From an optimization exercise on the open Yosys and OpenROAD flow, aimed at small area, a short achievable clock period and few clock cycles per item; shortcuts taken in it are not production practice.
In this exercise RTL edits were held to simulation tests only and were not proved equivalent to the original.
Power and IR drop assume default switching activity.

## merge_unit
module merge_unit #(
  parameter int E_LOG = 2
) (
  input  wire                                          CLK,
  input  wire                                          RST,
  input  wire                                          enq_a,
  input  wire  [(1<<E_LOG)*merge_rec_pkg::REC_W-1:0]   din_a,
  input  wire                                          enq_b,
  input  wire  [(1<<E_LOG)*merge_rec_pkg::REC_W-1:0]   din_b,
  input  wire                                          in_full,
  output logic                                         full_a,
  output logic                                         full_b,
  output logic [(1<<E_LOG)*merge_rec_pkg::REC_W-1:0]   dout,
  output logic                                         dout_en
);
Size in the first run: roughly 2400 flip-flops, roughly 780 I/O pins, about 110000 um^2 of cells after synthesis.
==> flow/config.mk <==
export PLATFORM = sky130hd
export DESIGN_NAME = merge_unit
export DESIGN_NICKNAME = merge_unit
export VERILOG_FILES = /design/flow/design.v
export SDC_FILE = /design/flow/constraint.sdc
export NUM_CORES = 4
export LEC_CHECK = 0
export CAP_MARGIN = 20
export CORE_MARGIN = 2
export CORE_UTILIZATION = 52
export CTS_BUF_LIST = sky130_fd_sc_hd__clkbuf_16
export CTS_CLUSTER_DIAMETER = 60
export CTS_CLUSTER_SIZE = 22
export SETUP_SLACK_MARGIN = 2.1
export SLEW_MARGIN = 20
==> flow/constraint.sdc <==
create_clock -name core_clock -period 5.0 [get_ports {CLK}]
set_input_delay 1.0000 -clock core_clock [delete_from_list [all_inputs] [get_ports {CLK}]]
set_output_delay 1.0000 -clock core_clock [all_outputs]
set_load 0.01 [all_outputs]
standard.sh (not shown) runs the stock make flow with config.mk's settings and CLKGATE_MAP_FILE= SYNTH_SCRIPT=/design/flow/synth_recipe.tcl, a recipe that flattens the netlist after the stock synthesis.
==> flow/flow/run.sh <==
#!/bin/bash
set -euo pipefail
export BUFFER_PORTS_ARGS="-buffer_cell sky130_fd_sc_hd__buf_1"
bash standard.sh > standard.log 2>&1
Testbench counts at the start, summed over its fixed seeds: cycles 3,468, records 12,128.
Rerun with:
- CORE_UTILIZATION: 52 -> 40
- SETUP_SLACK_MARGIN: 2.1 -> 1.8
Effect:
- core utilization fell by 15 points
- first-iteration DRC count fell by a few percent
- cell area fell slightly
- clock-buffer cell count rose by 10
- total power rose slightly
- worst setup slack improves by 0.021 ns
- combinational power fell by a few percent
- via count fell slightly
- sequential cell count stays the same
- cell count rose by a few percent
Rerun with:
- CTS_BUF_LIST: sky130_fd_sc_hd__clkbuf_16 -> unset
- CTS_CLUSTER_DIAMETER: 60 -> unset
- CTS_CLUSTER_SIZE: 22 -> unset
Effect: Die area is unchanged. Worst setup slack improved by 0.059 ns. Maximum frequency goes up by 1.8%. Synthesized cell count does not change. Wire length goes up by 0.76%. Clock-buffer cell count goes up by 166.
Rerun with:
==> flow/run.sh (new file) <==
#!/bin/bash
# synth_recipe.tcl (not shown) runs the flow's synth.tcl, then flattens the netlist and writes it again
# the make line also repeats each setting of config.mk as NAME=value (left out here)
make -C /OpenROAD-flow-scripts/flow DESIGN_CONFIG=/design/flow/config.mk WORK_HOME=/design/flow/orfs CLKGATE_MAP_FILE= SYNTH_SCRIPT=/design/flow/synth_recipe.tcl finish
- SETUP_SLACK_MARGIN: 1.8 -> 2.0
removed: flow/flow/run.sh
removed: flow/standard.sh
What happened: The changed run finished clean; via count came out higher by about 1.4%; clock power barely changes; worst setup slack improves by 0.12 ns; area after synthesis is unchanged; flip-flop and latch count does not change.
Rerun with:
==> flow/flow/run.sh (new file) <==
#!/bin/bash
set -euo pipefail
export BUFFER_PORTS_ARGS="-buffer_cell sky130_fd_sc_hd__buf_1"
bash standard.sh > standard.log 2>&1
==> flow/standard.sh (new file) <==
#!/bin/bash
# synth_recipe.tcl (not shown) runs the flow's synth.tcl, then flattens the netlist and writes it again
# the make line also repeats each setting of config.mk as NAME=value (left out here)
make -C /OpenROAD-flow-scripts/flow DESIGN_CONFIG=/design/flow/config.mk WORK_HOME=/design/flow/orfs CLKGATE_MAP_FILE= SYNTH_SCRIPT=/design/flow/synth_recipe.tcl "${@:-finish}"
- CORE_UTILIZATION: 40 -> 52
- CTS_BUF_LIST: unset -> sky130_fd_sc_hd__clkbuf_16
- CTS_CLUSTER_DIAMETER: unset -> 60
- CTS_CLUSTER_SIZE: unset -> 22
- SETUP_SLACK_MARGIN: 2.0 -> 1.8
removed: flow/run.sh
=> The new run passed the timing, DRC and antenna checks. Clock-buffer cell count shrinks by 189. Routed wire length shrinks by a little under a tenth. Synthesized area is unchanged.

==> separate check: timing with driven ports <==
No port has a modelled driver above. Below, the same layouts with a new extraction and two added sets of constraints. Step 1: set_driving_cell puts a clkbuf_16 on CLK and a buf_2 on each other input, an assumption about the parent block. Step 2 times the ports against the registers' clock, not the clock port: input delays grow and output delays shrink by t, the midpoint of the rising clock arrivals with the driver on. Three values: no drivers, after step 1, after step 2; two values: the first two.
run | t (ns) | slack for setup (ns) | worst setup path at the end
the first run | 0.971 | 1.619 / 1.619 / 1.498 | input to register
the second run | 1.002 | 1.639 / 1.639 / 1.486 | input to register
the third run | 0.990 | 1.698 / 1.698 / 1.473 | input to register
the fourth run | 1.055 | 1.822 / 1.822 / 1.254 | input to register
the fifth run | 0.972 | 1.682 / 1.682 / 1.511 | input to register
After both steps every run listed still meets setup and hold. For the fourth run, which loses most, drivers alone change the setup slack by 0.000 ns; drivers and shift together by -0.568 ns.
